Background: an optimization exercise with open tools, aiming at small area. Do not read the settings as production practice. Only simulation tests tie the RTL to the original design; equivalence was not proved. No activity file was given, so power comes from the tool's default toggle rates.

==> design/flow/design.v <==
module rf_cell (
    input  logic clk,
    input  logic sa,
    input  logic sb,
    input  logic h,
    input  logic da,
    input  logic db,
    output logic v
);
    logic q_n;
    assign v = ~q_n;
    always_ff @(posedge clk) q_n <= ~((sa & da) | (sb & db) | (h & v));
endmodule
module rf_ao3 (
    input  logic [2:0] sel,
    input  logic [2:0] d,
    output logic       y_n
);
    assign y_n = ~|(sel & d);
endmodule
module rf_rd (
    input  logic [30:0] sel,
    input  logic [30:0] d,
    output logic        y
);
    logic [9:0] p_n;
    for (genvar g = 0; g < 10; g++) begin : g_ao
        rf_ao3 u_ao (.sel(sel[3*g +: 3]), .d(d[3*g +: 3]), .y_n(p_n[g]));
    end
    assign y = ~&{p_n, ~(sel[30] & d[30])};
endmodule
module rf_and2 (
    input  logic a,
    input  logic b,
    output logic y
);
    assign y = a & b;
endmodule
module rf_nand2 (
    input  logic a,
    input  logic b,
    output logic y
);
    assign y = ~(a & b);
endmodule
module rf_and3 (
    input  logic a,
    input  logic b,
    input  logic c,
    output logic y
);
    assign y = a & b & c;
endmodule
module multiport_regfile #(
    parameter int                 DATA_W   = 32,
    parameter int                 NUM_REGS = 32,
    parameter int                 AW       = $clog2(NUM_REGS),
    parameter int                 SP_IDX   = 2,
    parameter logic [DATA_W-1:0]  SP_INIT  = 32'h0000_2ffc
) (
    input  logic              clk,
    input  logic              reset,
    input  logic [AW-1:0]     rs1,
    input  logic [AW-1:0]     rs2,
    output logic [DATA_W-1:0] rs1_dout,
    output logic [DATA_W-1:0] rs2_dout,
    input  logic              wa_en,
    input  logic [AW-1:0]     wa_rd,
    input  logic [DATA_W-1:0] wa_din,
    input  logic              wb_en,
    input  logic [AW-1:0]     wb_rd,
    input  logic [DATA_W-1:0] wb_din,
    output logic              ready,
    output logic              wr_conflict
);
    localparam logic [AW-1:0]     ZERO_IDX  = {AW{1'b0}};
    localparam logic [AW-1:0]     LAST_IDX  = AW'(NUM_REGS - 1);
    localparam logic [DATA_W-1:0] ZERO_DATA = {DATA_W{1'b0}};
    localparam int                NR        = NUM_REGS - 1;
    localparam int                HALF      = DATA_W / 2;
    logic              ready_r;
    logic [AW-1:0]     idx_r;
    logic              wr_conflict_r;
    logic [DATA_W-1:0] da_s, db_s;
    logic [3:0]        wa_hi, wb_hi, r1_hi, r2_hi;
    logic [7:0]        wa_lo, wb_lo, r1_lo, r2_lo;
    logic [NR-1:0]     dec_a_n, dec_b_n;
    logic [NR-1:0]     sel_a_s [2];
    logic [NR-1:0]     sel_b_s [2];
    logic [NR-1:0]     hold_s  [2];
    logic [NR-1:0]     rd1_s   [2];
    logic [NR-1:0]     rd2_s   [2];
    logic              sel_b_sp_s;
    logic [NR-1:0]     q_s [DATA_W];
    always_ff @(posedge clk) begin
        if (reset) begin
            ready_r       <= 1'b0;
            idx_r         <= ZERO_IDX;
            wr_conflict_r <= 1'b0;
        end else begin
            if (!ready_r) begin
                idx_r <= idx_r + AW'(1);
                if (idx_r == LAST_IDX) ready_r <= 1'b1;
            end
            wr_conflict_r <= ready_r && wa_en && wb_en && (wa_rd == wb_rd) && (wa_rd != ZERO_IDX);
        end
    end
    assign da_s = wa_din;
    assign db_s = wb_din | (ready_r ? ZERO_DATA : SP_INIT);
    always_comb begin
        for (int j = 0; j < 4; j++) begin
            wa_hi[j]   = ready_r && wa_en && (wa_rd[4:3] == 2'(j));
            wb_hi[j]   = ready_r && wb_en && (wb_rd[4:3] == 2'(j));
            r1_hi[j]   = ready_r && (rs1[4:3] == 2'(j));
            r2_hi[j]   = ready_r && (rs2[4:3] == 2'(j));
        end
        for (int k = 0; k < 8; k++) begin
            wa_lo[k]   = (wa_rd[2:0] == 3'(k));
            wb_lo[k]   = (wb_rd[2:0] == 3'(k));
            r1_lo[k]   = (rs1[2:0] == 3'(k));
            r2_lo[k]   = (rs2[2:0] == 3'(k));
        end
    end
    for (genvar r = 0; r < NR; r++) begin : g_dec
        localparam int HI = (r + 1) / 8;
        localparam int LO = (r + 1) % 8;
        rf_nand2 u_dan (.a(wa_hi[HI]),   .b(wa_lo[LO]),   .y(dec_a_n[r]));
        rf_nand2 u_dbn (.a(wb_hi[HI]),   .b(wb_lo[LO]),   .y(dec_b_n[r]));
        for (genvar hf = 0; hf < 2; hf++) begin : g_half
            rf_and3 u_sa  (.a(wa_hi[HI]),  .b(wa_lo[LO]),  .c(dec_b_n[r]), .y(sel_a_s[hf][r]));
            rf_and2 u_sb  (.a(wb_hi[HI]),  .b(wb_lo[LO]),  .y(sel_b_s[hf][r]));
            rf_and3 u_h   (.a(dec_a_n[r]), .b(dec_b_n[r]), .c(ready_r), .y(hold_s[hf][r]));
            rf_and2 u_rd1 (.a(r1_hi[HI]),  .b(r1_lo[LO]),  .y(rd1_s[hf][r]));
            rf_and2 u_rd2 (.a(r2_hi[HI]),  .b(r2_lo[LO]),  .y(rd2_s[hf][r]));
        end
    end
    rf_nand2 u_sbsp (.a(dec_b_n[SP_IDX-1]), .b(ready_r), .y(sel_b_sp_s));
    for (genvar r = 0; r < NR; r++) begin : g_reg
        for (genvar b = 0; b < DATA_W; b++) begin : g_bit
            logic sb_c;
            if (r == SP_IDX - 1 && SP_INIT[b]) begin : g_sp
                assign sb_c = sel_b_sp_s;
            end else begin : g_nsp
                assign sb_c = sel_b_s[b / HALF][r];
            end
            rf_cell u_cell (
                .clk (clk),
                .sa  (sel_a_s[b / HALF][r]),
                .sb  (sb_c),
                .h   (hold_s[b / HALF][r]),
                .da  (da_s[b]),
                .db  (db_s[b]),
                .v   (q_s[b][r])
            );
        end
    end
    for (genvar b = 0; b < DATA_W; b++) begin : g_rd
        rf_rd u_rd1 (.sel(rd1_s[b / HALF]), .d(q_s[b]), .y(rs1_dout[b]));
        rf_rd u_rd2 (.sel(rd2_s[b / HALF]), .d(q_s[b]), .y(rs2_dout[b]));
    end
    assign ready       = ready_r;
    assign wr_conflict = wr_conflict_r;
endmodule
==> design/flow/flow/run.sh <==
#!/bin/bash
# Standard layout with two changes: port buffers start as the smallest buffer
# (sky130_fd_sc_hd__buf_1; the resizer still sizes them), and the clock tree uses
# clkbuf_16 sink buffers over larger clusters, without dummy loads.
set -euo pipefail
export BUFFER_PORTS_ARGS="-buffer_cell sky130_fd_sc_hd__buf_1"
export CTS_ARGS="-sink_clustering_enable -repair_clock_nets -buf_list sky130_fd_sc_hd__clkbuf_16 -sink_clustering_size 24 -sink_clustering_max_diameter 60 -dont_use_dummy_load"
bash standard.sh finish > make_finish.log 2>&1
==> design/flow/standard.sh <==
#!/bin/bash
# synth_recipe.tcl (not shown) runs the flow's synth.tcl, then flattens the netlist and writes it again
# the make line also repeats each setting of config.mk as NAME=value (left out here)
make -C /OpenROAD-flow-scripts/flow DESIGN_CONFIG=/design/flow/config.mk WORK_HOME=/design/flow/orfs CLKGATE_MAP_FILE= SYNTH_SCRIPT=/design/flow/synth_recipe.tcl "${@:-finish}"
==> design/flow/config.mk <==
export PLATFORM = sky130hd
export DESIGN_NAME = multiport_regfile
export DESIGN_NICKNAME = multiport_regfile
export VERILOG_FILES = /design/flow/design.v
export SDC_FILE = /design/flow/constraint.sdc
export NUM_CORES = 4
export LEC_CHECK = 0
export CAP_MARGIN = 20
export CELL_PAD_IN_SITES_DETAIL_PLACEMENT = 1
export CELL_PAD_IN_SITES_GLOBAL_PLACEMENT = 1
export CORE_MARGIN = 2
export CORE_UTILIZATION = 40
export SLEW_MARGIN = 20
export SYNTH_HIERARCHICAL = 1
export SYNTH_MINIMUM_KEEP_SIZE = 0
==> design/flow/constraint.sdc <==
create_clock -name core_clock -period 6.0 [get_ports {clk}]
set_input_delay 1.2000 -clock core_clock [delete_from_list [all_inputs] [get_ports {clk}]]
set_output_delay 1.2000 -clock core_clock [all_outputs]
set_load 0.01 [all_outputs]
==> impl_metrics.toml, run 1 <==
[outcome]
outcome = "finished clean"

[synth]
number_of_instances_in_the_synthesized_netlist = 4357
synth.yosys.warnings = 14
synthesis.area_um2 = 44700
synth-seq-cells = 999
largest_family_of_logic_cells_by_synthesized_area = "compound AO/OA/AOI/OAI gates"
area_share_of_xor_xnor_cells_in_the_synthesized_design = 0.00157
synth-adder-area-share = 0.000560
synth_mux_area_frac = 0.000448
synth_sequential_area_ratio = 0.448
synth-compound-area-share = 0.382
synthesis.nets = 4447
synth-simple-area-share = 0.0830
postSynthAreaPerCell_um2 = 10.3
unique_masters_post_synth = 28

[clock_network]
cts-buffers-inserted = 107
count_of_hold_buffers_inserted_by_post_cts_repair = 0
cts_sinks = 999
clk_pin_slew_worst_paths_ns = 0.05
tritoncts = "yes"
worstSkewPairLatency_ns = 0.71
cts_repair_resize_count = 0
cts_max_path_buffers = 3
cts_setup_buffers = 0
clock-root-buffer = "clkbuf_16"
h-tree-depth = 3

[route]
wl_um = 252000
maxUsedRoutingLayer = "met5"
routedLengthMet1_um = 93600
drt_first_pass_iters = 17
remaining_drc_errors = 0
detailedRoute.firstIterationViolations = 15600
met3_wirelength_um = 31600
route.met2.wl_um = 110000
antenna_violating_nets_post_route = 0
via_count = 50100
route.detailed.wl_per_inst_um = 40.5
vias_per_cell = 8.07

[power_and_ir_drop]
power.combinational.fraction = 0.034
power.share.switching = 0.240
power_frac_clock = 0.451
total_leakage_power_nw = 25.1
power-per-cell-area_nw_per_um2 = 254
p_int_mw = 9.79
sequentialPowerShare = 0.515
p_sw_mw = 3.09
vdd_drop_max_mv = 0.212

[setup_path]
critical-path-slowest-cell = "and3_1"
worst-setup-path-type = "in -> out"
crit_path_max_fanout = 16
path_cells = "buf_1 -> and3_1 -> buf_4 -> and2_1 -> a222oi_1 -> nand4_1 -> a2111o_1 -> buf_1"
cp.arrival_ns = 4.55
critical_path.most_common_cell = "buf_1"
cp_top_family = "simple AND/OR/NAND/NOR gates"
cp_data_required_time_ns = 4.80
critical_path.max_stage_delay_ns = 0.88
critical_path_buf_inv_count = 3
setup.worst_path.end_class = "primary output"
worst_setup_path_start_kind = "primary input"

[grt]
grt_pass1_wl_um = 354000
antenna_violations_before_repair = 18
global_route.usage.total = 0.416
grt_start_max_net_pins = 68
grt_remaining_overflow = 0
grt_pass1_vias = 47000

[floorplan]
design.die.area_um2 = 114000
initial_core_util = 0.404
die_width_um = 338
dieHeight_um = 338
core-area_um2 = 111000
pin_count = 154
core.rowCount = 122

[finish]
final-seq-area_um2 = 20000
post_route_cells_drive_above_1_share = 0.0626
final_net_count = 4806
layout.cell_area.non_filler_um2 = 50800
multi_input_comb_area_um2 = 21000
final_core_utilization = 0.459
fill_cells = 12400
synthToLayoutAreaGrowth_pct = 13.6

[timing]
post_route_skew_ns = 0.0515
finalSetupViolCount = 0
max_freq_mhz = 174
fin_crit_sh = 0.959
worst_slack_ns = 0.247
finalMaxSlewViolations = 0
worstMarginPinSlew_ns = 1.27
period_needed_ns = 5.75
relSlewSlack = 0.154
final_number_of_hold_violating_endpoints = 0
grt_setup_unrepaired = "no"
setup_tns_ns = 0
whs_ns = 0.511

[place]
gp_congestion = 0.990
dpl_wire_length_um = 165000
io_buffer_count = 153
preCtsSetupSlack_ns = 0.504
dpl_cell_area_um2 = 48000

[hold_path]
min-delay-path-class = "reg -> reg"

[flow_run]
drv.max_cap_violation_count = 0
-- power groups by stage --
stage	combinational [mW]	sequential, mW	clock [mW]
after floorplan	0.0429	6.78	0
after global placement	0.413	6.78	0
after detailed placement	0.415	6.78	0
after CTS	0.416	6.64	5.84
after global routing	0.428	6.63	6.07
final	0.438	6.64	5.80
-- metal layers --
layer | vias up | global-route usage
li1 | 20000 | -
met1 | 25400 | 0.541
met2 | 3961 | 0.643
met3 | 716 | 0.0956
met4 | 20 | 0.221
met5 | - | 0
-- state kept, by name, summed over array words and instances (netlist names) --
register / count
g.g_bit.u_cell.q_n: 992
wr_conflict_r: 1
idx_r: 5
ready_r: 1
-- modules after synthesis, one instance, submodules excluded, excerpt --
module,flops+latches,cells inside,times used
rf_and3,0,1,124
rf_ao3,0,1,640
rf_cell,1,3,992
rf_rd,0,4,64
rf_and2,0,1,186
multiport_regfile,7,112,1
-- worst paths after layout --
check / from / end / depth (start not counted) / slack [ns]
setup / recovery: rs2[3] / rs2_dout[8] / 8 / 0.25
hold / removal: g_reg[10].g_bit[13].u_cell.q_n / g_reg[10].g_bit[13].u_cell.q_n / 2 / 0.51
setup reg to reg: ready_r / g_reg[25].g_bit[6].u_cell.q_n / 6 / 2.11
hold reg to reg: g_reg[10].g_bit[13].u_cell.q_n / g_reg[10].g_bit[13].u_cell.q_n / 2 / 0.51
-- layout make-up --
cell class | count | area share
repair buffers | 259 | 0.0286
flip-flops and latches | 999 | 0.394
well taps | 1488 | 0.0367
inverters | 994 | 0.0735
diodes | 12 | 0.000592
clock buffers | 107 | 0.0527
multi-input cells | 2355 | 0.414
-- cells in the final DEF (no fill, tap or decap), drive strengths merged --
| cell | synthesis | routed |
|---|---|---|
| ha | 2 | 2 |
| nor3 | 8 | 8 |
| nor2 | 17 | 17 |
| mux2i | 2 | 2 |
| nand2 | 134 | 134 |
| nand4 | 129 | 129 |
| inv | 994 | 994 |
| xor2 | 3 | 3 |
| a222oi | 1632 | 1632 |
| nor3b | 14 | 14 |
| nand2b | 11 | 11 |
| nand3 | 2 | 2 |
| clkbuf | 3 | 160 |
| and2 | 186 | 186 |
| a211oi | 1 | 1 |
| and3b | 11 | 11 |
| buf | 6 | 206 |
| a2111o | 64 | 64 |
| or4b | 1 | 1 |
| and3 | 131 | 131 |
| dfxtp | 999 | 999 |
| xnor2 | 5 | 5 |
| nand4b | 1 | 1 |
| diode | 0 | 12 |
| nor2b | 1 | 1 |
-- worst min-delay path, cell delays in order, from the launching register on --
cell and delay (ns):
dfxtp_1 0.29, inv_1 0.08, a222oi_1 0.08
-- cell families after synthesis --
| kind of cell | Yosys count |
|---|---|
| AO/OA/AOI/OAI | 1697 |
| XOR/XNOR | 8 |
| adder cells (fa/ha/maj) | 2 |
| buffers and inverters | 1003 |
| flip-flops | 999 |
| multiplexers | 2 |
| AND/OR/NAND/NOR | 646 |
-- through the flow --
step	total power, mW	cells
finish	12.9	6214
global route	13.1	6203
CTS	12.9	6201
detailed placement	7.20	6094
global placement	7.19	6093
floorplan	6.83	4357
-- cells in the mapped netlist --
master | instances | area, um2
xor2_1 | 3 | 26.3
nor2_1 | 17 | 63.8
inv_1 | 994 | 3730
and3_2 | 1 | 7.51
buf_4 | 1 | 7.51
nand4_1 | 129 | 807
a222oi_1 | 1632 | 16300
buf_2 | 4 | 20.0
nor3b_1 | 14 | 105
mux2i_1 | 2 | 20.0
clkbuf_1 | 3 | 11.3
buf_6 | 1 | 11.3
nand2_1 | 134 | 503
nand2b_1 | 11 | 68.8
nor2b_1 | 1 | 6.26
nand4b_1 | 1 | 8.76
and3b_2 | 2 | 20.0
or4b_1 | 1 | 10.0
nand3_1 | 2 | 10.0
and3b_1 | 9 | 78.8
dfxtp_1 | 999 | 20000
nor3_1 | 8 | 40.0
xnor2_1 | 5 | 43.8
ha_1 | 2 | 25.0
and3_1 | 130 | 813
a211oi_2 | 1 | 12.5
a2111o_1 | 64 | 721
and2_1 | 186 | 1160
==> inputs of run 2 (changes only) <==
--- a/design/flow/flow/run.sh
+++ b/design/flow/flow/run.sh
@@ -6,3 +6,3 @@
 export BUFFER_PORTS_ARGS="-buffer_cell sky130_fd_sc_hd__buf_1"
-export CTS_ARGS="-sink_clustering_enable -repair_clock_nets -buf_list sky130_fd_sc_hd__clkbuf_16 -sink_clustering_size 24 -sink_clustering_max_diameter 60 -dont_use_dummy_load"
+export CTS_ARGS="-sink_clustering_enable -repair_clock_nets -buf_list sky130_fd_sc_hd__clkbuf_16 -sink_clustering_size 24 -sink_clustering_max_diameter 90 -dont_use_dummy_load"
 bash standard.sh finish > make_finish.log 2>&1
==> run 2 against run 1 <==
  * Sequential share of layout area rose by 1.1 points
  * Register-to-register slack improved by 0.06 ns
  * Area after synthesis did not move
  * Sequential power barely moved
  * Die area did not move
  * Critical endpoint is now rs1_dout[21]
  * Via count fell by 0.72%
  * Clock power fell by 33%
  * Clock-buffer cell count fell by 56
  * Combinational power barely moved
  * Power fell by 15%
  * Largest power group unchanged
==> impl_metrics.toml, run 2 <==
[route]
vias_per_cell = 8.08
route.met2.wl_um = 109000
detailedRoute.firstIterationViolations = 15900
wl_um = 250000
via_count = 49800
drt_first_pass_iters = 17
antenna_violating_nets_post_route = 0
routedLengthMet1_um = 92700
maxUsedRoutingLayer = "met5"
route.detailed.wl_per_inst_um = 40.5
remaining_drc_errors = 0
met3_wirelength_um = 31900

[clock_network]
clock-root-buffer = "clkbuf_16"
count_of_hold_buffers_inserted_by_post_cts_repair = 0
worstSkewPairLatency_ns = 0.72
clk_pin_slew_worst_paths_ns = 0.05
h-tree-depth = 2
cts-buffers-inserted = 51
tritoncts = "yes"
cts_max_path_buffers = 3
cts_repair_resize_count = 0
cts_sinks = 999
cts_setup_buffers = 0

[setup_path]
critical_path.max_stage_delay_ns = 0.72
worst-setup-path-type = "in -> out"
crit_path_max_fanout = 16
critical_path.most_common_cell = "buf_1"
cp_top_family = "simple AND/OR/NAND/NOR gates"
cp_data_required_time_ns = 4.80
setup.worst_path.end_class = "primary output"
cp.arrival_ns = 4.50
critical_path_buf_inv_count = 2
worst_setup_path_start_kind = "primary input"
path_cells = "buf_1 -> and3b_1 -> and2_1 -> a222oi_1 -> nand4_1 -> a2111o_1 -> buf_1"
critical-path-slowest-cell = "a222oi_1"

[synth]
yosysTopAreaCell = "dfxtp_1"
number_of_instances_in_the_synthesized_netlist = 4357
synthesis.nets = 4447
synth_sequential_area_ratio = 0.448
postSynthAreaPerCell_um2 = 10.3
yosys_top_cell_area_share = 0.448
unique_masters_post_synth = 28
synth_async_sr_flop_share = 0
synthesis.area_um2 = 44700
cell_with_the_most_instances_after_synthesis = "a222oi_1"
synth_top_cells_by_count = "a222oi_1, dfxtp_1, inv_1"
synth.top_cells.by_area = "dfxtp_1, a222oi_1, inv_1"
synth.yosys.warnings = 14
synth_ff_type = "dfxtp_1"
synth_enable_flop_cells = 0
synth-seq-cells = 999

[grt]
grt_pass1_vias = 46400
grt_start_max_net_pins = 68
global_route.usage.total = 0.412
grt_pass1_wl_um = 351000
grt_remaining_overflow = 0
antenna_violations_before_repair = 13

[finish]
regMostFlops = "g.g_bit.u_cell.q_n"
final_net_count = 4751
layout.cells.most_common_list = "a222oi_1, dfxtp_1, inv_1, and2_1, nand2_1"
post_route_cells_drive_above_1_share = 0.0515
fill_cells = 12500
synthToLayoutAreaGrowth_pct = 10.5
multi_input_comb_area_um2 = 21000
number_of_flip_flops_under_the_largest_register_name = 992
mostFrequentLayoutCell = "a222oi_1"
reg_top3 = "g.g_bit.u_cell.q_n x992, idx_r x5"
final-seq-area_um2 = 20000

[timing]
grt_setup_unrepaired = "no"
relSlewSlack = 0.179
worst_slack_ns = 0.302
finalMaxSlewViolations = 0
max_freq_mhz = 175
setup_tns_ns = 0
period_needed_ns = 5.70
fin_crit_sh = 0.950
post_route_skew_ns = 0.0612
finalSetupViolCount = 0
final_number_of_hold_violating_endpoints = 0
worstMarginPinSlew_ns = 1.23

[place]
gp_congestion = 0.990
dpl_wire_length_um = 165000
io_buffer_count = 153
preCtsSetupSlack_ns = 0.504

[power_and_ir_drop]
total_leakage_power_nw = 24.4
vdd_drop_max_mv = 0.247
power-per-cell-area_nw_per_um2 = 222

[floorplan]
initial_core_util = 0.404
pin_count = 154
design.die.area_um2 = 114000
core-area_um2 = 111000
dieHeight_um = 338
core.rowCount = 122
die_width_um = 338

[flow_run]
drv.max_cap_violation_count = 0

[outcome]
outcome = "finished clean"

[hold_path]
min-delay-path-class = "reg -> reg"
[run 2: cell counts after synthesis]
No cell type changed its count.
[run 2: per-module statistics from Yosys, one instance, submodules excluded]
module | cells | cell area, um2 | flip-flops and latches | copies in the design
multiport_regfile | 112 | 815 | 7 | 1
rf_cell | 3 | 33.8 | 1 | 992
rf_rd | 4 | 27.5 | 0 | 64
rf_ao3 | 1 | 10.0 | 0 | 640
rf_and2 | 1 | 6.26 | 0 | 186
rf_and3 | 1 | 6.26 | 0 | 124
rf_nand2 | 1 | 3.75 | 0 | 63
[run 2: cells by family after synthesis]
family | share of synthesized area
AOI/OAI and AO/OA | 0.382
buffers and inverters | 0.0846
DFF | 0.448
and+or+nand+nor | 0.0830
xor gates and xnor gates | 0.00157
muxes | 0.000448
adders and majority gates | 0.000560
[run 2: path summary, 6_finish.rpt]
path                             startpoint  slack, ns  cells after the start                             end
min reg2reg  g_reg[19].g_bit[19].u_cell.q_n       0.52                      2  g_reg[19].g_bit[19].u_cell.q_n
max                                  rs1[1]       0.30                      7                    rs1_dout[21]
max reg2reg                         ready_r       2.17                      7   g_reg[25].g_bit[6].u_cell.q_n
min          g_reg[19].g_bit[19].u_cell.q_n       0.52                      2  g_reg[19].g_bit[19].u_cell.q_n
[run 2: layer usage]
layer  up-vias  global-route usage
li1      19900                   -
met1     25300               0.540
met2      3889               0.636
met3       631              0.0881
met4        17               0.216
met5         -             0.00292
[run 2: final cells by class]
type,count,share of cell area
Antenna cell,10,0.000507
Clock buffer,51,0.0258
Inverter,994,0.0756
Multi-Input combinational cell,2355,0.425
Sequential cell,999,0.405
Tap cell,1488,0.0377
Timing Repair Buffer,260,0.0298
[run 2: stage by stage]
stage	hold WS, ns	total power, mW	std cells	area [um2]	util
2_1_floorplan	0.470	6.83	4357	44700	-
3_3_place_gp	0.486	7.19	6093	48000	0.434
3_5_place_dp	0.502	7.20	6094	48000	0.434
4_1_cts	0.514	11.0	6145	49300	0.446
5_1_grt	0.531	11.2	6147	49400	0.446
6_report	0.516	10.9	6157	49400	0.446
[run 2: report_power, final]
group	leakage, nW	internal, mW	switching [mW]
Clock	0.629	1.52	2.36
Combinational	15.7	0.0563	0.383
Sequential	8.09	6.63	0.00153
Total	24.4	8.20	2.74
[run 2: worst reg2reg max path: stages, from the launching register on]
cell and delay [ns]:
dfxtp_4 0.54, buf_4 0.53, nand3_1 0.33, nor2_2 0.87, buf_4 0.33, nand2_1 0.11
and3_1 0.51, a222oi_1 0.49
==> inputs of run 3 (changes only) <==
==> design/flow/run.sh (new file) <==
#!/bin/bash
# synth_recipe.tcl (not shown) runs the flow's synth.tcl, then flattens the netlist and writes it again
# the make line also repeats each setting of config.mk as NAME=value (left out here)
make -C /OpenROAD-flow-scripts/flow DESIGN_CONFIG=/design/flow/config.mk WORK_HOME=/design/flow/orfs CLKGATE_MAP_FILE= SYNTH_SCRIPT=/design/flow/synth_recipe.tcl finish
--- a/design/flow/config.mk
+++ b/design/flow/config.mk
@@ -12,2 +12,5 @@
 export CORE_UTILIZATION = 40
+export CTS_BUF_LIST = sky130_fd_sc_hd__clkbuf_16
+export CTS_CLUSTER_DIAMETER = 60
+export CTS_CLUSTER_SIZE = 24
 export SLEW_MARGIN = 20
removed: design/flow/flow/run.sh
removed: design/flow/standard.sh
==> run 3 against run 2 <==
  * Now fails the layout checks on setup timing
  * Synthesized cell count unchanged
  * Utilization up 4.9 points
  * Fmax down 5.7%
  * Highest routed layer unchanged
  * Largest cell class unchanged
  * Critical path type unchanged
  * Die area unchanged
  * Final area up 11%
  * Worst setup slack worse by 0.35 ns
  * Register-to-register slack better by 0.79 ns
  * Clock-buffer cell count up 57
==> impl_metrics.toml, run 3 <==
[outcome]
outcome = "finished with violations"
violatedChecks = "setup timing"

[finish]
synthToLayoutAreaGrowth_pct = 22.6
final_cells = 6527
post_route_cells_drive_above_1_share = 0.116
number_of_flip_flops_under_the_largest_register_name = 992
reg_top3 = "g.g_bit.u_cell.q_n x992, idx_r x5"
final_core_utilization = 0.495
mostFrequentLayoutCell = "a222oi_1"
fill_cells = 12300
final_net_count = 5039
layout.cell_area.non_filler_um2 = 54800
layout.cells.most_common_list = "a222oi_1, inv_1, dfxtp_1, buf_4, and2_1"
regMostFlops = "g.g_bit.u_cell.q_n"

[route]
via_count = 50900
route.detailed.wl_per_inst_um = 37.7
antenna_violating_nets_post_route = 0
drt_first_pass_iters = 17
detailedRoute.firstIterationViolations = 15800
vias_per_cell = 7.80
wl_um = 246000
remaining_drc_errors = 0

[clock_network]
cts_sinks = 999
count_of_hold_buffers_inserted_by_post_cts_repair = 0
tritoncts = "yes"
cts_max_path_buffers = 3
clock-root-buffer = "clkbuf_16"
worstSkewPairLatency_ns = 0.73
clk_pin_slew_worst_paths_ns = 0.06
cts-buffers-inserted = 106
h-tree-depth = 3

[setup_path]
worst_setup_path_start_kind = "primary input"
cp_data_required_time_ns = 4.80
cp.arrival_ns = 4.85
crit_path_max_fanout = 16
setup.worst_path.end_class = "primary output"
worst-setup-path-type = "in -> out"

[floorplan]
core-area_um2 = 111000
initial_core_util = 0.404
design.die.area_um2 = 114000
die_width_um = 338
core.rowCount = 122
dieHeight_um = 338
pin_count = 154

[place]
placed_instances = 6329
dpl_cell_area_um2 = 51000
gp_congestion = 0.950
dpl_wire_length_um = 161000
preCtsSetupSlack_ns = -0.220
io_buffer_count = 153

[hold_path]
min-delay-path-class = "reg -> reg"

[grt]
grt_pass1_vias = 47400
antenna_violations_before_repair = 12
groute.layer.met2.usage = 0.632
global_route.usage.total = 0.406
grt.busiest_layer = "met2"
grt_use_met3 = 0.0709
grt_start_max_net_pins = 71
grt_pass1_wl_um = 348000
grtUsageMet1 = 0.528
grt_remaining_overflow = 0

[synth]
synth.yosys.warnings = 14
unique_masters_post_synth = 28
postSynthAreaPerCell_um2 = 10.3
synth_enable_flop_cells = 0
yosys_top_cell_area_share = 0.448
number_of_instances_in_the_synthesized_netlist = 4357
synth_top_cells_by_count = "a222oi_1, dfxtp_1, inv_1"
synth.top_cells.by_area = "dfxtp_1, a222oi_1, inv_1"
synthesis.area_um2 = 44700
cell_with_the_most_instances_after_synthesis = "a222oi_1"
synthesis.nets = 4447
yosysTopAreaCell = "dfxtp_1"
synth_async_sr_flop_share = 0
synth_ff_type = "dfxtp_1"
synth-seq-cells = 999
synth_sequential_area_ratio = 0.448

[power_and_ir_drop]
p_int_mw = 10.5
vdd_drop_max_mv = 0.210
power-per-cell-area_nw_per_um2 = 259
sequentialPowerShare = 0.468
total_leakage_power_nw = 27.0
power.share.switching = 0.261
power.combinational.fraction = 0.034
p_total_mw = 14.2
power_frac_clock = 0.499
p_sw_mw = 3.70

[timing]
finalMaxSlewViolations = 0
fin_crit_sh = 1.01
whs_ns = 0.502
setup_tns_ns = -0.161
relSlewSlack = 0.243
post_route_skew_ns = 0.0379
finalSetupViolCount = 6
max_freq_mhz = 165
period_needed_ns = 6.05
worstMarginPinSlew_ns = 1.14
final_number_of_hold_violating_endpoints = 0
worst_slack_ns = -0.0453

[flow_run]
drv.max_cap_violation_count = 0
run 3: cell counts after synthesis:
No cell type changed its count.
run 3: logic make-up (layout without fill, tap and decap cells):
kind of cell / Yosys count / count (layout) / synth area share
AOI/OAI and AO/OA: 1697 / 1697 / 0.382
xor gates and xnor gates: 8 / 8 / 0.00157
adders and majority gates: 2 / 2 / 0.000560
buffers and inverters: 1003 / 1681 / 0.0846
DFF: 999 / 999 / 0.448
muxes: 2 / 2 / 0.000448
other: 0 / 4 / 0
and+or+nand+nor: 646 / 646 / 0.0830
run 3: Yosys stat by module (local to each module, per instance), excerpt:
module,flip-flops and latches,times used,cells inside,cell area (um2)
multiport_regfile,7,1,112,815
rf_cell,1,992,3,33.8
rf_rd,0,64,4,27.5
rf_ao3,0,640,1,10.0
rf_and2,0,186,1,6.26
rf_and3,0,124,1,6.26
run 3: cell type report:
type	instances	area (um2)	share of cell area
inverter	994	3730	0.0681
timing repair buffer	493	4440	0.0810
clock inverter	86	972	0.0177
antenna	4	10.0	0.000183
sequential	999	20000	0.365
clock buffer	108	2700	0.0493
multi-input combinational	2355	21100	0.384
tap	1488	1860	0.0340
run 3: metal layers:
layer | wire [um] | vias to the layer above
met3 | 29000 | 726
met4 | 17100 | 12
met1 | 91200 | 25700
met2 | 109000 | 3911
met5 | 76 | -
li1 | - | 20600
run 3: final timing paths:
check | slack, ns | cells past startpoint | from | end
setup / recovery | -0.05 | 11 | rs1[0] | rs1_dout[26]
hold / removal | 0.50 | 2 | idx_r[4] | idx_r[4]
setup reg to reg | 2.96 | 4 | ready_r | g_reg[28].g_bit[28].u_cell.q_n
hold reg to reg | 0.50 | 2 | idx_r[4] | idx_r[4]
run 3: timing repair:
action                     CTS  global route
setup endpoints to repair   31            25
setup buffers                0             0
pin swaps                    4             5
resized for setup            7            11
run 3: worst max-delay path, cell delays in order:
cell             delay, ns
clkdlybuf4s50_1       0.56
buf_4                 0.19
buf_4                 0.12
nor3_1                0.04
buf_4                 0.20
and2_1                0.43
a222oi_1              0.80
nand4_1               0.23
buf_4                 0.19
a2111o_1              0.35
clkdlybuf4s50_1       0.52
run 3: power by group through the flow:
stage	Clock (mW)	Combinational [mW]	Sequential, mW
floorplan	0	0.0429	6.78
global placement	0	0.452	6.78
detailed placement	0	0.455	6.78
CTS	7.11	0.456	6.63
global route	7.40	0.470	6.63
finish	7.07	0.477	6.63
==> inputs of run 4 (changes only) <==
--- a/design/flow/design.v
+++ b/design/flow/design.v
@@ -79,3 +79,4 @@
     localparam int                NR        = NUM_REGS - 1;
-    localparam int                HALF      = DATA_W / 2;
+    localparam int                NSPLIT    = 1;
+    localparam int                HALF      = DATA_W / NSPLIT;
     logic              ready_r;
@@ -87,7 +88,7 @@
     logic [NR-1:0]     dec_a_n, dec_b_n;
-    logic [NR-1:0]     sel_a_s [2];
-    logic [NR-1:0]     sel_b_s [2];
-    logic [NR-1:0]     hold_s  [2];
-    logic [NR-1:0]     rd1_s   [2];
-    logic [NR-1:0]     rd2_s   [2];
+    logic [NR-1:0]     sel_a_s [NSPLIT];
+    logic [NR-1:0]     sel_b_s [NSPLIT];
+    logic [NR-1:0]     hold_s  [NSPLIT];
+    logic [NR-1:0]     rd1_s   [NSPLIT];
+    logic [NR-1:0]     rd2_s   [NSPLIT];
     logic              sel_b_sp_s;
@@ -128,3 +129,3 @@
         rf_nand2 u_dbn (.a(wb_hi[HI]),   .b(wb_lo[LO]),   .y(dec_b_n[r]));
-        for (genvar hf = 0; hf < 2; hf++) begin : g_half
+        for (genvar hf = 0; hf < NSPLIT; hf++) begin : g_half
             rf_and3 u_sa  (.a(wa_hi[HI]),  .b(wa_lo[LO]),  .c(dec_b_n[r]), .y(sel_a_s[hf][r]));
==> design/flow/flow/run.sh (new file) <==
#!/bin/bash
# Standard layout with two changes: port buffers start as the smallest buffer
# (sky130_fd_sc_hd__buf_1; the resizer still sizes them), and the clock tree uses
# clkbuf_16 sink buffers over larger clusters, without dummy loads.
set -euo pipefail
export BUFFER_PORTS_ARGS="-buffer_cell sky130_fd_sc_hd__buf_1"
export CTS_ARGS="-sink_clustering_enable -repair_clock_nets -buf_list sky130_fd_sc_hd__clkbuf_16 -sink_clustering_size 24 -sink_clustering_max_diameter 90 -dont_use_dummy_load"
bash standard.sh finish > make_finish.log 2>&1
==> design/flow/standard.sh (new file) <==
#!/bin/bash
# synth_recipe.tcl (not shown) runs the flow's synth.tcl, then flattens the netlist and writes it again
# the make line also repeats each setting of config.mk as NAME=value (left out here)
make -C /OpenROAD-flow-scripts/flow DESIGN_CONFIG=/design/flow/config.mk WORK_HOME=/design/flow/orfs CLKGATE_MAP_FILE= SYNTH_SCRIPT=/design/flow/synth_recipe.tcl "${@:-finish}"
--- a/design/flow/config.mk
+++ b/design/flow/config.mk
@@ -12,5 +12,2 @@
 export CORE_UTILIZATION = 40
-export CTS_BUF_LIST = sky130_fd_sc_hd__clkbuf_16
-export CTS_CLUSTER_DIAMETER = 60
-export CTS_CLUSTER_SIZE = 24
 export SLEW_MARGIN = 20
removed: design/flow/run.sh
==> run 4 against run 3 <==
  * Now clean on timing, DRC and antenna
  * Non-clock buffer count decreased by 175
  * Critical path depth is 3 lower
  * Synthesized cell count fell by 3.6%
  * Sequential cell count did not move
  * Sequential share of layout area is 4.4 points higher
  * Largest cell class unchanged
==> impl_metrics.toml, run 4 <==
[clock_network]
cts_sinks = 999
cts_repair_resize_count = 0
clock-root-buffer = "clkbuf_16"
cts_max_path_buffers = 3
count_of_hold_buffers_inserted_by_post_cts_repair = 0
h-tree-depth = 2
clk_pin_slew_worst_paths_ns = 0.10
cts_setup_buffers = 0
worstSkewPairLatency_ns = 0.72
tritoncts = "yes"
cts-buffers-inserted = 51

[setup_path]
worstReg2RegStart = "ready_r"
cp_data_required_time_ns = 4.80
worst_setup_path_start_kind = "primary input"
critical_path.most_common_cell = "buf_1"
critical_path.endpoint = "rs2_dout[20]"
critical-path-slowest-cell = "a222oi_1"
worst-setup-path-type = "in -> out"
total_number_of_cells_along_the_worst_setup_path = 8
cell_count_of_the_worst_reg_to_reg_path = 7
regToRegEndpoint = "g_reg[26].g_bit[11].u_cell.q_n"
critical_path.max_stage_delay_ns = 0.84
crit_path_max_fanout = 19
cp.arrival_ns = 4.59
critical_path_buf_inv_count = 3
timing.critical_path.from = "rs2[4]"
setup.worst_path.end_class = "primary output"
path_cells = "buf_1 -> and3b_1 -> and2_2 -> buf_4 -> a222oi_1 -> nand4_1 -> a2111o_1 -> buf_1"
worst_r2r_setup_slack_ns = 2.35
cp_top_family = "simple AND/OR/NAND/NOR gates"

[finish]
mostFrequentLayoutCell = "a222oi_1"
post_route_cells_drive_above_1_share = 0.0901
final_net_count = 4654
layout.cell_area.non_filler_um2 = 48900
synthToLayoutAreaGrowth_pct = 11.9
regMostFlops = "g.g_bit.u_cell.q_n"
reg_top3 = "g.g_bit.u_cell.q_n x992, idx_r x5"
final_cells = 5985
fill_cells = 12000
number_of_flip_flops_under_the_largest_register_name = 992
layout.cells.most_common_list = "a222oi_1, dfxtp_1, inv_1, buf_4, nand2_1"
final_core_utilization = 0.451

[place]
gp_congestion = 0.976
io_buffer_count = 153
dpl_cell_area_um2 = 47500
placed_instances = 5923
dpl_wire_length_um = 160000
preCtsSetupSlack_ns = 0.591

[floorplan]
core-area_um2 = 109000
initial_core_util = 0.403
design.die.area_um2 = 112000
dieHeight_um = 335
pin_count = 154
die_width_um = 335
core.rowCount = 121

[timing]
fin_crit_sh = 0.966
whs_ns = 0.513
post_route_skew_ns = 0.0626
setup_tns_ns = 0
period_needed_ns = 5.79
max_freq_mhz = 173
grt_setup_unrepaired = "no"
finalMaxSlewViolations = 0
final_number_of_hold_violating_endpoints = 0
finalSetupViolCount = 0
worst_slack_ns = 0.206
relSlewSlack = 0.122
worstMarginPinSlew_ns = 1.32

[synth]
synth_ff_type = "dfxtp_1"
synth.yosys.warnings = 14
unique_masters_post_synth = 28
synthesis.nets = 4292
synth_enable_flop_cells = 0
area_share_of_xor_xnor_cells_in_the_synthesized_design = 0.00160
synth-adder-area-share = 0.000573
synth_mux_area_frac = 0.000458
synth-seq-cells = 999
synth.top_cells.by_area = "dfxtp_1, a222oi_1, inv_1"
synth-compound-area-share = 0.391
synth_sequential_area_ratio = 0.458
yosys_top_cell_area_share = 0.458
yosysTopAreaCell = "dfxtp_1"
number_of_instances_in_the_synthesized_netlist = 4202
synthesis.area_um2 = 43700
synth_async_sr_flop_share = 0
postSynthAreaPerCell_um2 = 10.4
largest_family_of_logic_cells_by_synthesized_area = "compound AO/OA/AOI/OAI gates"
cell_with_the_most_instances_after_synthesis = "a222oi_1"
synth-simple-area-share = 0.0626
synth_top_cells_by_count = "a222oi_1, dfxtp_1, inv_1"

[grt]
grt_remaining_overflow = 0
antenna_violations_before_repair = 14
global_route.usage.total = 0.465
grt_pass1_wl_um = 374000
grt_pass1_vias = 48100
grt_start_max_net_pins = 54

[route]
drt_first_pass_iters = 17
antenna_violating_nets_post_route = 0
detailedRoute.firstIterationViolations = 16500
wl_um = 273000
vias_per_cell = 8.43
route.detailed.wl_per_inst_um = 45.6
remaining_drc_errors = 0
via_count = 50500

[outcome]
outcome = "finished clean"

[power_and_ir_drop]
total_leakage_power_nw = 24.1
power-per-cell-area_nw_per_um2 = 222
p_total_mw = 10.9
vdd_drop_max_mv = 0.207

[flow_run]
drv.max_cap_violation_count = 0

[hold_path]
min-delay-path-class = "reg -> reg"
[run 4: worst min-delay path: stages, from the launching register on]
cell and delay (ns):
dfxtp_1 0.35, mux2i_1 0.07, nor2_1 0.07
[run 4: worst min path at each step]
stage                                         startpoint                             end  depth (start not counted)
after CTS                 g_reg[26].g_bit[15].u_cell.q_n  g_reg[26].g_bit[15].u_cell.q_n                          2
final                                           idx_r[4]                        idx_r[4]                          2
after global placement                          idx_r[4]                        idx_r[4]                          2
after detailed placement                        idx_r[4]                        idx_r[4]                          2
after global routing       g_reg[9].g_bit[20].u_cell.q_n   g_reg[9].g_bit[20].u_cell.q_n                          2
after floorplan                                 idx_r[4]                        idx_r[4]                          2
[run 4: routing by layer]
| layer | track usage | vias up | wire [um] |
|---|---|---|---|
| li1 | - | 19500 | - |
| met1 | 0.584 | 25300 | 96500 |
| met2 | 0.674 | 4656 | 112000 |
| met3 | 0.158 | 977 | 43500 |
| met4 | 0.308 | 12 | 21000 |
| met5 | 0.00564 | - | 90 |
[run 4: modules after synthesis, one instance, submodules excluded]
module / area, um2 / flops+latches / cells
multiport_regfile: 815 / 7 / 112
rf_and2: 6.26 / 0 / 1
rf_and3: 6.26 / 0 / 1
rf_ao3: 10.0 / 0 / 1
rf_cell: 33.8 / 1 / 3
rf_nand2: 3.75 / 0 / 1
rf_rd: 27.5 / 0 / 4
[run 4: cell families (layout without fill, tap and decap cells)]
group / after synthesis / count (layout)
buffers and inverters: 1003 / 1363
other: 0 / 9
adders and majority gates: 2 / 2
DFF: 999 / 999
xor gates and xnor gates: 8 / 8
AOI/OAI and AO/OA: 1697 / 1697
muxes: 2 / 2
and+or+nand+nor: 491 / 491
[run 4: final cells by class]
class	count	area [um2]	area share
Tap cell	1414	1770	0.0362
Antenna cell	9	22.5	0.000461
Multi-Input combinational cell	2200	20200	0.412
Clock buffer	51	1280	0.0261
Timing Repair Buffer	318	1950	0.0399
Sequential cell	999	20000	0.409
Inverter	994	3730	0.0763
[run 4: report_power, final]
part	switching [mW]	internal [mW]
logic	0.289	0.0489
clock network	2.39	1.52
registers	0.00144	6.63
==> inputs of run 5 (changes only) <==
--- a/design/flow/design.v
+++ b/design/flow/design.v
@@ -79,4 +79,3 @@
     localparam int                NR        = NUM_REGS - 1;
-    localparam int                NSPLIT    = 1;
-    localparam int                HALF      = DATA_W / NSPLIT;
+    localparam int                HALF      = DATA_W / 2;
     logic              ready_r;
@@ -88,7 +87,5 @@
     logic [NR-1:0]     dec_a_n, dec_b_n;
-    logic [NR-1:0]     sel_a_s [NSPLIT];
-    logic [NR-1:0]     sel_b_s [NSPLIT];
-    logic [NR-1:0]     hold_s  [NSPLIT];
-    logic [NR-1:0]     rd1_s   [NSPLIT];
-    logic [NR-1:0]     rd2_s   [NSPLIT];
+    logic [NR-1:0]     sel_a_s, sel_b_s, hold_s;
+    logic [NR-1:0]     rd1_s   [2];
+    logic [NR-1:0]     rd2_s   [2];
     logic              sel_b_sp_s;
@@ -129,6 +126,6 @@
         rf_nand2 u_dbn (.a(wb_hi[HI]),   .b(wb_lo[LO]),   .y(dec_b_n[r]));
-        for (genvar hf = 0; hf < NSPLIT; hf++) begin : g_half
-            rf_and3 u_sa  (.a(wa_hi[HI]),  .b(wa_lo[LO]),  .c(dec_b_n[r]), .y(sel_a_s[hf][r]));
-            rf_and2 u_sb  (.a(wb_hi[HI]),  .b(wb_lo[LO]),  .y(sel_b_s[hf][r]));
-            rf_and3 u_h   (.a(dec_a_n[r]), .b(dec_b_n[r]), .c(ready_r), .y(hold_s[hf][r]));
+        rf_and3 u_sa (.a(wa_hi[HI]),  .b(wa_lo[LO]),  .c(dec_b_n[r]), .y(sel_a_s[r]));
+        rf_and2 u_sb (.a(wb_hi[HI]),  .b(wb_lo[LO]),  .y(sel_b_s[r]));
+        rf_and3 u_h  (.a(dec_a_n[r]), .b(dec_b_n[r]), .c(ready_r), .y(hold_s[r]));
+        for (genvar hf = 0; hf < 2; hf++) begin : g_half
             rf_and2 u_rd1 (.a(r1_hi[HI]),  .b(r1_lo[LO]),  .y(rd1_s[hf][r]));
@@ -144,3 +141,3 @@
             end else begin : g_nsp
-                assign sb_c = sel_b_s[b / HALF][r];
+                assign sb_c = sel_b_s[r];
             end
@@ -148,5 +145,5 @@
                 .clk (clk),
-                .sa  (sel_a_s[b / HALF][r]),
+                .sa  (sel_a_s[r]),
                 .sb  (sb_c),
-                .h   (hold_s[b / HALF][r]),
+                .h   (hold_s[r]),
                 .da  (da_s[b]),
==> run 5 against run 4 <==
  * Still clean on timing, DRC and antenna
  * Global-route usage down 1.6 points
  * Critical path depth shrank 1
  * Worst setup slack better by 0.047 ns
  * Final area about the same
  * Critical path type unchanged
==> impl_metrics.toml, run 5 <==
[outcome]
outcome = "finished clean"

[synth]
synthesis.nets = 4354
synth.yosys.warnings = 11
synth-compound-area-share = 0.387
synth_top_cells_by_count = "a222oi_1, dfxtp_1, inv_1"
largest_family_of_logic_cells_by_synthesized_area = "compound AO/OA/AOI/OAI gates"
synth-simple-area-share = 0.0709
cell_with_the_most_instances_after_synthesis = "a222oi_1"
synth_async_sr_flop_share = 0
synth-seq-cells = 999
synthesis.area_um2 = 44100
synth_ff_type = "dfxtp_1"
unique_masters_post_synth = 28
synth_enable_flop_cells = 0
synth-adder-area-share = 0.000568
area_share_of_xor_xnor_cells_in_the_synthesized_design = 0.00159
synth_mux_area_frac = 0.000454
yosysTopAreaCell = "dfxtp_1"
synth.top_cells.by_area = "dfxtp_1, a222oi_1, inv_1"
postSynthAreaPerCell_um2 = 10.3
synth_sequential_area_ratio = 0.454
number_of_instances_in_the_synthesized_netlist = 4264
yosys_top_cell_area_share = 0.454

[route]
drt_first_pass_iters = 17
wl_um = 265000
antenna_violating_nets_post_route = 0
remaining_drc_errors = 0
vias_per_cell = 8.25
route.detailed.wl_per_inst_um = 43.8
via_count = 50000
detailedRoute.firstIterationViolations = 16600

[timing]
whs_ns = 0.515
grt_setup_unrepaired = "no"
fin_crit_sh = 0.958
period_needed_ns = 5.75
relSlewSlack = 0.123
worstMarginPinSlew_ns = 1.32
final_number_of_hold_violating_endpoints = 0
finalMaxSlewViolations = 0
max_freq_mhz = 174
post_route_skew_ns = 0.0370
setup_tns_ns = 0
finalSetupViolCount = 0

[grt]
grt_pass1_wl_um = 366000
grt_remaining_overflow = 0
grt_pass1_vias = 46900
antenna_violations_before_repair = 16
global_route.usage.total = 0.449
grt_start_max_net_pins = 55

[floorplan]
die_width_um = 336
pin_count = 154
design.die.area_um2 = 113000
core.rowCount = 121
dieHeight_um = 336
core-area_um2 = 109000
initial_core_util = 0.404

[finish]
fill_cells = 12200
multi_input_comb_area_um2 = 20500
final-seq-area_um2 = 20000
mostFrequentLayoutCell = "a222oi_1"
synthToLayoutAreaGrowth_pct = 11.0
number_of_flip_flops_under_the_largest_register_name = 992
final_net_count = 4673
reg_top3 = "g.g_bit.u_cell.q_n x992, idx_r x5"
regMostFlops = "g.g_bit.u_cell.q_n"
layout.cells.most_common_list = "a222oi_1, dfxtp_1, inv_1, nand2_1, nand4_1"
post_route_cells_drive_above_1_share = 0.0664
final_core_utilization = 0.448

[setup_path]
worst_setup_path_start_kind = "primary input"
cell_count_of_the_worst_reg_to_reg_path = 6
setup.worst_path.end_class = "primary output"
timing.critical_path.from = "rs2[4]"
crit_path_max_fanout = 16
critical_path.max_stage_delay_ns = 0.62
critical-path-slowest-cell = "a2111o_1"
cp.arrival_ns = 4.55
worstReg2RegStart = "ready_r"
critical_path.most_common_cell = "buf_1"
worst-setup-path-type = "in -> out"
cp_data_required_time_ns = 4.80
regToRegEndpoint = "g_reg[21].g_bit[26].u_cell.q_n"
worst_r2r_setup_slack_ns = 1.86
path_cells = "buf_1 -> and3b_1 -> and2_1 -> a222oi_1 -> nand4_1 -> a2111o_1 -> buf_1"

[clock_network]
cts_max_path_buffers = 3
h-tree-depth = 2
cts_sinks = 999
clock-root-buffer = "clkbuf_16"
clk_pin_slew_worst_paths_ns = 0.08
cts_repair_resize_count = 0
cts-buffers-inserted = 53
cts_setup_buffers = 0
tritoncts = "yes"
count_of_hold_buffers_inserted_by_post_cts_repair = 0
worstSkewPairLatency_ns = 0.71

[place]
io_buffer_count = 153
dpl_wire_length_um = 162000
gp_congestion = 0.974

[hold_path]
hold_depth = 2
hold_path_endpoint = "g_reg[19].g_bit[11].u_cell.q_n"
min-delay-path-class = "reg -> reg"
hold_path_startpoint = "g_reg[19].g_bit[11].u_cell.q_n"

[power_and_ir_drop]
total_leakage_power_nw = 24.0
power-per-cell-area_nw_per_um2 = 224
vdd_drop_max_mv = 0.211

[flow_run]
drv.max_cap_violation_count = 0
-- run 5: changes by cell type in the layout (fill, tap and decap cells not counted), sizes merged --
| cell | delta |
|---|---|
| diode | -5 |
| buf | -51 |
| clkbuf | +8 |
| and2 | +62 |
-- run 5: cell families (layout without fill, tap and decap cells) --
| group | after synthesis | count (layout) |
|---|---|---|
| compound gates | 1697 | 1697 |
| mux | 2 | 2 |
| xor+xnor | 8 | 8 |
| flops | 999 | 999 |
| buf+inv | 1003 | 1320 |
| other cells | 0 | 4 |
| simple gates | 553 | 553 |
| fa+ha+maj | 2 | 2 |
-- run 5: per-layer routing --
metal | vias up | track usage | part of all wire
li1 | 19600 | - | -
met2 | 4378 | 0.663 | 0.42
met3 | 933 | 0.125 | 0.14
met4 | 18 | 0.301 | 0.082
met1 | 25100 | 0.569 | 0.36
met5 | - | 0.00255 | 0.00044
-- run 5: per-stage QoR --
stage          std cells  total power [mW]  setup WS [ns]  cell area, um2
2_1_floorplan       4264              6.82           2.13           44100
3_3_place_gp        6001              7.12          0.466           47500
3_5_place_dp        6002              7.12          0.486           47500
4_1_cts             6055              10.9          0.490           48800
5_1_grt             6057              11.2          0.363           48900
6_report            6061              11.0          0.253           48900
-- run 5: where the power goes --
group          internal [mW]  switching (mW)
registers               6.63         0.00151
clock network           1.57            2.40
logic                 0.0511           0.307
-- run 5: area by class of cell --
cell class	instances	share of cell area
diodes	4	0.000205
clock buffers	53	0.0271
inverters	994	0.0763
multi-input cells	2262	0.418
flip-flops and latches	999	0.409
well taps	1476	0.0377
repair buffers	273	0.0315
-- run 5: modules after synthesis (local to each module, per instance), a selection --
| module | flops+latches | times used | cell area [um2] | cells |
|---|---|---|---|---|
| multiport_regfile | 7 | 1 | 815 | 112 |
| rf_and2 | 0 | 155 | 6.26 | 1 |
| rf_and3 | 0 | 62 | 6.26 | 1 |
| rf_ao3 | 0 | 640 | 10.0 | 1 |
| rf_cell | 1 | 992 | 33.8 | 3 |
| rf_rd | 0 | 64 | 27.5 | 4 |
-- run 5: worst max path at each step --
stage              endpoint  slack (ns)  cells past startpoint
6_report        rs2_dout[0]        0.25                      7
5_1_grt         rs2_dout[0]        0.36                      7
4_1_cts        rs2_dout[27]        0.49                      7
3_5_place_dp   rs2_dout[27]        0.49                      7
3_3_place_gp   rs2_dout[27]        0.47                      7
2_1_floorplan   rs1_dout[0]        2.13                      7
-- run 5: worst max-delay path, delay by kind of cell --
kind / cells / cell delay [ns]
buffers and inverters: 2 / 0.52
AND/OR/NAND/NOR: 3 / 1.71
AO/OA/AOI/OAI: 2 / 1.11
==> inputs of run 6 (changes only) <==
--- a/design/flow/config.mk
+++ b/design/flow/config.mk
@@ -7,3 +7,3 @@
 export LEC_CHECK = 0
-export CAP_MARGIN = 20
+export CAP_MARGIN = 10
 export CELL_PAD_IN_SITES_DETAIL_PLACEMENT = 1
@@ -12,3 +12,3 @@
 export CORE_UTILIZATION = 40
-export SLEW_MARGIN = 20
+export SLEW_MARGIN = 10
 export SYNTH_HIERARCHICAL = 1
==> run 6 against run 5 <==
  * Via count rose by 0.39%
  * Fmax is essentially flat
  * Clock skew grew 0.0013 ns
  * First-iteration DRC count rose by 3.6%
  * Non-clock buffer count fell by 3
  * Hold slack gained 0.0014 ns
  * Still clean
  * Power shrank 0.32%
  * Die area stayed put
  * Final area is 0.23% lower
  * Sequential cell count unchanged
  * Clock power barely moved
  * Combinational power is essentially flat
==> impl_metrics.toml, run 6 <==
[synth]
number_of_instances_in_the_synthesized_netlist = 4264
synth_enable_flop_cells = 0
synth.yosys.warnings = 11
synth_sequential_area_ratio = 0.454
postSynthAreaPerCell_um2 = 10.3
synth_ff_type = "dfxtp_1"
synthesis.nets = 4354
synthesis.area_um2 = 44100
synth_top_cells_by_count = "a222oi_1, dfxtp_1, inv_1"
synth-seq-cells = 999
unique_masters_post_synth = 28
cell_with_the_most_instances_after_synthesis = "a222oi_1"
yosysTopAreaCell = "dfxtp_1"
synth_async_sr_flop_share = 0
synth.top_cells.by_area = "dfxtp_1, a222oi_1, inv_1"
yosys_top_cell_area_share = 0.454

[setup_path]
cp.arrival_ns = 4.55
critical_path_buf_inv_count = 2
critical_path.max_stage_delay_ns = 0.71
cp_top_family = "simple AND/OR/NAND/NOR gates"
worst_setup_path_start_kind = "primary input"
critical-path-slowest-cell = "a222oi_1"
worstReg2RegStart = "ready_r"
cell_count_of_the_worst_reg_to_reg_path = 6
cp_data_required_time_ns = 4.80
worst_r2r_setup_slack_ns = 1.86
critical_path.most_common_cell = "buf_1"
regToRegEndpoint = "g_reg[21].g_bit[23].u_cell.q_n"
worst-setup-path-type = "in -> out"
crit_path_max_fanout = 16
setup.worst_path.end_class = "primary output"
path_cells = "buf_1 -> and3b_1 -> and2_1 -> a222oi_1 -> nand4_1 -> a2111o_1 -> buf_1"

[place]
gp_congestion = 0.974
io_buffer_count = 153
dpl_wire_length_um = 162000

[hold_path]
min-delay-path-class = "reg -> reg"
hold_path_startpoint = "g_reg[19].g_bit[11].u_cell.q_n"
hold_depth = 2
hold_path_endpoint = "g_reg[19].g_bit[11].u_cell.q_n"

[timing]
finalMaxSlewViolations = 0
fin_crit_sh = 0.958
setup_tns_ns = 0
post_route_skew_ns = 0.0383
max_freq_mhz = 174
finalSetupViolCount = 0
final_number_of_hold_violating_endpoints = 0
relSlewSlack = 0.0928
grt_setup_unrepaired = "no"
worstMarginPinSlew_ns = 1.36
period_needed_ns = 5.75

[power_and_ir_drop]
power_frac_clock = 0.360
power-per-cell-area_nw_per_um2 = 224
p_total_mw = 10.9
sequentialPowerShare = 0.607
power.share.switching = 0.247
vdd_drop_max_mv = 0.228
p_int_mw = 8.22
power.combinational.fraction = 0.033
p_sw_mw = 2.70
total_leakage_power_nw = 23.9

[route]
drt_first_pass_iters = 17
antenna_violating_nets_post_route = 0
wl_um = 265000
vias_per_cell = 8.29
detailedRoute.firstIterationViolations = 17200
via_count = 50200
remaining_drc_errors = 0
route.detailed.wl_per_inst_um = 43.8

[grt]
grt_start_max_net_pins = 55
global_route.usage.total = 0.449
grt_remaining_overflow = 0
antenna_violations_before_repair = 13
grt_pass1_vias = 46700
grt_pass1_wl_um = 366000

[finish]
mostFrequentLayoutCell = "a222oi_1"
fill_cells = 12200
reg_top3 = "g.g_bit.u_cell.q_n x992, idx_r x5"
multi_input_comb_area_um2 = 20400
number_of_flip_flops_under_the_largest_register_name = 992
final-seq-area_um2 = 20000
post_route_cells_drive_above_1_share = 0.0642
synthToLayoutAreaGrowth_pct = 10.7
regMostFlops = "g.g_bit.u_cell.q_n"
final_net_count = 4669
layout.cells.most_common_list = "a222oi_1, dfxtp_1, inv_1, nand2_1, and2_1"

[clock_network]
h-tree-depth = 2
tritoncts = "yes"
cts_sinks = 999
worstSkewPairLatency_ns = 0.70
cts-buffers-inserted = 52
cts_max_path_buffers = 3
clk_pin_slew_worst_paths_ns = 0.07
clock-root-buffer = "clkbuf_16"
count_of_hold_buffers_inserted_by_post_cts_repair = 0
cts_repair_resize_count = 0
cts_setup_buffers = 0

[floorplan]
initial_core_util = 0.404
core.rowCount = 121
dieHeight_um = 336
core-area_um2 = 109000
design.die.area_um2 = 113000
die_width_um = 336
pin_count = 154

[flow_run]
drv.max_cap_violation_count = 0

[outcome]
outcome = "finished clean"
[run 6: cell counts after synthesis]
No cell type changed its count.
[run 6: worst max-delay path by stage]
stage | slack (ns) | cells after the start | from | end
after floorplan | 2.13 | 7 | ready_r | rs1_dout[0]
after global placement | 0.47 | 7 | rs2[4] | rs2_dout[27]
after detailed placement | 0.50 | 7 | rs2[4] | rs2_dout[27]
after CTS | 0.50 | 7 | rs2[4] | rs2_dout[27]
after global routing | 0.35 | 8 | rs2[2] | rs2_dout[14]
final | 0.25 | 7 | rs2[4] | rs2_dout[27]
[run 6: modules after synthesis, one instance, submodules excluded]
module	cells	times used	area, um2	flip-flops and latches
multiport_regfile	112	1	815	7
rf_cell	3	992	33.8	1
rf_rd	4	64	27.5	0
rf_ao3	1	640	10.0	0
rf_and2	1	155	6.26	0
rf_and3	1	62	6.26	0
rf_nand2	1	63	3.75	0
[run 6: cell families after synthesis]
family | Yosys count | synth area share
AOI/OAI and AO/OA | 1697 | 0.387
xor gates and xnor gates | 8 | 0.00159
adders and majority gates | 2 | 0.000567
buffers and inverters | 1003 | 0.0858
DFF | 999 | 0.454
muxes | 2 | 0.000454
and+or+nand+nor | 553 | 0.0709
[run 6: cell type report]
type,instances,share of cell area
multi-input combinational,2262,0.418
sequential,999,0.410
inverter,994,0.0764
tap,1476,0.0378
timing repair buffer,270,0.0307
clock buffer,52,0.0267
antenna,2,0.000103
[run 6: through the flow]
step	hold slack, ns	std cells	cell area (um2)	setup WS [ns]	utilization
floorplan	0.470	4264	44100	2.13	-
global placement	0.492	6001	47500	0.466	0.435
detailed placement	0.501	6001	47500	0.502	0.435
CTS	0.514	6053	48800	0.505	0.447
global route	0.537	6053	48800	0.351	0.447
finish	0.516	6055	48800	0.253	0.447
[run 6: layer usage]
layer	global-route usage	up-vias	routed length [um]
met1	0.573	25100	93900
met4	0.307	16	21500
li1	-	19600	-
met3	0.113	928	38600
met2	0.664	4615	111000
met5	0.00298	-	144
[run 6: power groups by stage]
| stage | clock (mW) | combinational (mW) | sequential (mW) |
|---|---|---|---|
| finish | 3.94 | 0.356 | 6.63 |
| global placement | 0 | 0.339 | 6.78 |
| global route | 4.16 | 0.355 | 6.63 |
| CTS | 3.95 | 0.339 | 6.63 |
| floorplan | 0 | 0.0408 | 6.78 |
| detailed placement | 0 | 0.339 | 6.78 |
[run 6: worst register-to-register path, cell delays in order, from the launching register on]
cell	delay (ns)
dfxtp_2	0.52
buf_4	0.56
nand3_1	0.21
nor2_1	0.87
and2_1	1.09
buf_4	0.49
a222oi_1	0.21
==> inputs of run 7 (changes only) <==
--- a/design/flow/config.mk
+++ b/design/flow/config.mk
@@ -12,2 +12,3 @@
 export CORE_UTILIZATION = 40
+export PLACE_DENSITY = 0.68
 export SLEW_MARGIN = 10
==> run 7 against run 6 <==
  * Worst setup slack improved by 0.0035 ns
  * Fmax barely moved
  * Clock skew rose by 0.0035 ns
  * Sequential cell count did not move
==> impl_metrics.toml, run 7 <==
[synth]
area_share_of_xor_xnor_cells_in_the_synthesized_design = 0.00159
yosysTopAreaCell = "dfxtp_1"
synth-seq-cells = 999
synth_enable_flop_cells = 0
synth-simple-area-share = 0.0709
synth.top_cells.by_area = "dfxtp_1, a222oi_1, inv_1"
synth_mux_area_frac = 0.000454
synthesis.area_um2 = 44100
synth.yosys.warnings = 11
postSynthAreaPerCell_um2 = 10.3
synth-compound-area-share = 0.387
cell_with_the_most_instances_after_synthesis = "a222oi_1"
unique_masters_post_synth = 28
number_of_instances_in_the_synthesized_netlist = 4264
synth_sequential_area_ratio = 0.454
synth_async_sr_flop_share = 0
synth_ff_type = "dfxtp_1"
yosys_top_cell_area_share = 0.454
synthesis.nets = 4354
largest_family_of_logic_cells_by_synthesized_area = "compound AO/OA/AOI/OAI gates"
synth-adder-area-share = 0.000568
synth_top_cells_by_count = "a222oi_1, dfxtp_1, inv_1"

[finish]
final_core_utilization = 0.447
layout.cells.most_common_list = "a222oi_1, dfxtp_1, inv_1, and2_1, nand2_1"
regMostFlops = "g.g_bit.u_cell.q_n"
number_of_flip_flops_under_the_largest_register_name = 992
layout.cell_area.non_filler_um2 = 48800
synthToLayoutAreaGrowth_pct = 10.6
final_net_count = 4671
mostFrequentLayoutCell = "a222oi_1"
reg_top3 = "g.g_bit.u_cell.q_n x992, idx_r x5"
final_cells = 6063
post_route_cells_drive_above_1_share = 0.0585

[timing]
finalMaxSlewViolations = 0
whs_ns = 0.515
grt_setup_unrepaired = "no"
period_needed_ns = 5.74
relSlewSlack = 0.0754
setup_tns_ns = 0
post_route_skew_ns = 0.0419
max_freq_mhz = 174
final_number_of_hold_violating_endpoints = 0
finalSetupViolCount = 0
worst_slack_ns = 0.257
worstMarginPinSlew_ns = 1.39
fin_crit_sh = 0.957

[setup_path]
cp_data_required_time_ns = 4.80
critical_path.most_common_cell = "buf_1"
worst_r2r_setup_slack_ns = 2.33
regToRegEndpoint = "g_reg[26].g_bit[21].u_cell.q_n"
worst_setup_path_start_kind = "primary input"
critical-path-slowest-cell = "a222oi_1"
cp.arrival_ns = 4.54
cell_count_of_the_worst_reg_to_reg_path = 5
crit_path_max_fanout = 15
timing.critical_path.from = "rs1[4]"
worst-setup-path-type = "in -> out"
path_cells = "buf_1 -> and3b_1 -> and2_1 -> a222oi_1 -> nand4_1 -> a2111o_1 -> buf_1"
worstReg2RegStart = "ready_r"
setup.worst_path.end_class = "primary output"
critical_path.max_stage_delay_ns = 0.67
critical_path.endpoint = "rs1_dout[11]"

[clock_network]
tritoncts = "yes"
clock-root-buffer = "clkbuf_16"
clk_pin_slew_worst_paths_ns = 0.10
count_of_hold_buffers_inserted_by_post_cts_repair = 0
cts_sinks = 999
worstSkewPairLatency_ns = 0.70
cts_repair_resize_count = 0
cts_setup_buffers = 0
h-tree-depth = 2
cts_max_path_buffers = 3
cts-buffers-inserted = 50

[power_and_ir_drop]
power-per-cell-area_nw_per_um2 = 222
vdd_drop_max_mv = 0.189
p_total_mw = 10.8
total_leakage_power_nw = 23.9

[grt]
antenna_violations_before_repair = 20
grt_remaining_overflow = 0
grt_pass1_wl_um = 351000
grt_pass1_vias = 47600
global_route.usage.total = 0.424
grt_start_max_net_pins = 33

[route]
route.detailed.wl_per_inst_um = 41.6
remaining_drc_errors = 0
antenna_violating_nets_post_route = 0
drt_first_pass_iters = 17
vias_per_cell = 8.34
via_count = 50600
wl_um = 252000
detailedRoute.firstIterationViolations = 18200

[floorplan]
core.rowCount = 121
design.die.area_um2 = 113000
core-area_um2 = 109000
pin_count = 154
initial_core_util = 0.404
die_width_um = 336
dieHeight_um = 336

[place]
io_buffer_count = 153
dpl_cell_area_um2 = 47500
placed_instances = 6005
dpl_wire_length_um = 147000
preCtsSetupSlack_ns = 0.647
gp_congestion = 1.02

[hold_path]
hold_path_startpoint = "g_reg[13].g_bit[16].u_cell.q_n"
min-delay-path-class = "reg -> reg"

[outcome]
outcome = "finished clean"

[flow_run]
drv.max_cap_violation_count = 0
[run 7: changes by cell type in the layout (fill, tap and decap cells not counted)]
cell / previous run / this run
and3_1: 14 / 21
and2_1: 130 / 135
buf_1: 116 / 133
diode_2: 2 / 8
clkbuf_2: 37 / 20
nor3b_2: 2 / 3
buf_4: 117 / 121
nor3b_1: 12 / 11
and3_2: 55 / 48
clkbuf_16: 52 / 50
and2_2: 25 / 20
[run 7: routing by layer]
layer / share of wire / wire, um / track usage / vias up
met4: 0.073 / 18400 / 0.260 / 18
met3: 0.17 / 43400 / 0.149 / 1026
li1: - / - / - / 19600
met1: 0.35 / 88400 / 0.545 / 25000
met5: 0.00063 / 159 / 0.00426 / -
met2: 0.40 / 102000 / 0.606 / 4980
[run 7: critical path, delay by kind of cell]
family | cells | cell delay (ns)
AO/OA/AOI/OAI | 2 | 1.30
AND/OR/NAND/NOR | 3 | 1.61
buffers and inverters | 2 | 0.40
[run 7: layout make-up]
class	instances	area, um2
Fill cell	12200	60400
Antenna cell	8	20.0
Tap cell	1476	1850
Multi-Input combinational cell	2262	20400
Sequential cell	999	20000
Clock buffer	50	1250
Timing Repair Buffer	274	1510
Inverter	994	3730
[run 7: power by group]
| part | total [mW] | switching (mW) | internal [mW] | leakage, nW |
|---|---|---|---|---|
| clock network | 3.82 | 2.33 | 1.49 | 0.616 |
| registers | 6.63 | 0.00158 | 6.63 | 8.09 |
| logic | 0.359 | 0.303 | 0.0562 | 15.2 |
| total | 10.8 | 2.63 | 8.17 | 23.9 |
[run 7: logic make-up (layout without fill, tap and decap cells)]
| family | count (synthesis) | count (layout) |
|---|---|---|
| XOR/XNOR | 8 | 8 |
| other | 0 | 8 |
| multiplexers | 2 | 2 |
| adder cells (fa/ha/maj) | 2 | 2 |
| flip-flops | 999 | 999 |
| buffers and inverters | 1003 | 1318 |
| AND/OR/NAND/NOR | 553 | 553 |
| AO/OA/AOI/OAI | 1697 | 1697 |
[run 7: worst min-delay path by stage]
| stage | endpoint | slack (ns) | cells after the start |
|---|---|---|---|
| final | g_reg[13].g_bit[16].u_cell.q_n | 0.52 | 2 |
| after global routing | g_reg[12].g_bit[1].u_cell.q_n | 0.53 | 2 |
| after CTS | g_reg[28].g_bit[2].u_cell.q_n | 0.51 | 2 |
| after detailed placement | idx_r[4] | 0.50 | 2 |
| after global placement | idx_r[4] | 0.48 | 2 |
| after floorplan | idx_r[4] | 0.47 | 2 |
[run 7: per-module statistics from Yosys (local to each module, per instance), excerpt]
| module | flops+latches | copies in the design | cell area, um2 |
|---|---|---|---|
| rf_and3 | 0 | 62 | 6.26 |
| rf_cell | 1 | 992 | 33.8 |
| rf_ao3 | 0 | 640 | 10.0 |
| rf_rd | 0 | 64 | 27.5 |
| rf_nand2 | 0 | 63 | 3.75 |
| multiport_regfile | 7 | 1 | 815 |

separate check: timing with driven ports:
Ports are ideal in the flow. The routed layouts listed here were re-timed in OpenROAD.
Step 1 assumes that a clkbuf_16 drives the clock port and a buf_2 every other input.
Step 2 adds t to the input delays and takes it off the output delays; t is the mean of the earliest and latest rising clock arrival at the registers after step 1. Input paths then give back, and output paths get back, about the clock's delay inside the block.
Slacks: ideal / step 1 / step 2; pairs: ideal / step 1.
run	t (ns)	setup slack, ns	worst setup path after step 2	worst slew at a driven data input, ns	cell pins on the clock port's net
run 1	0.779	0.247 / 0.214 / 0.214	input to output	0.15	1
run 2	0.770	0.302 / 0.271 / 0.271	input to output	0.15	1
run 3	0.792	-0.045 / -0.073 / -0.073	input to output	0.09	1
run 4	0.772	0.206 / 0.182 / 0.182	input to output	0.17	1
run 5	0.782	0.253 / 0.225 / 0.225	input to output	0.15	1
run 6	0.776	0.253 / 0.184 / 0.184	input to output	0.17	1
run 7	0.765	0.257 / 0.208 / 0.208	input to output	0.19	1
For run 6, which loses most, drivers alone change the setup slack by -0.069 ns; drivers and shift together by -0.069 ns.
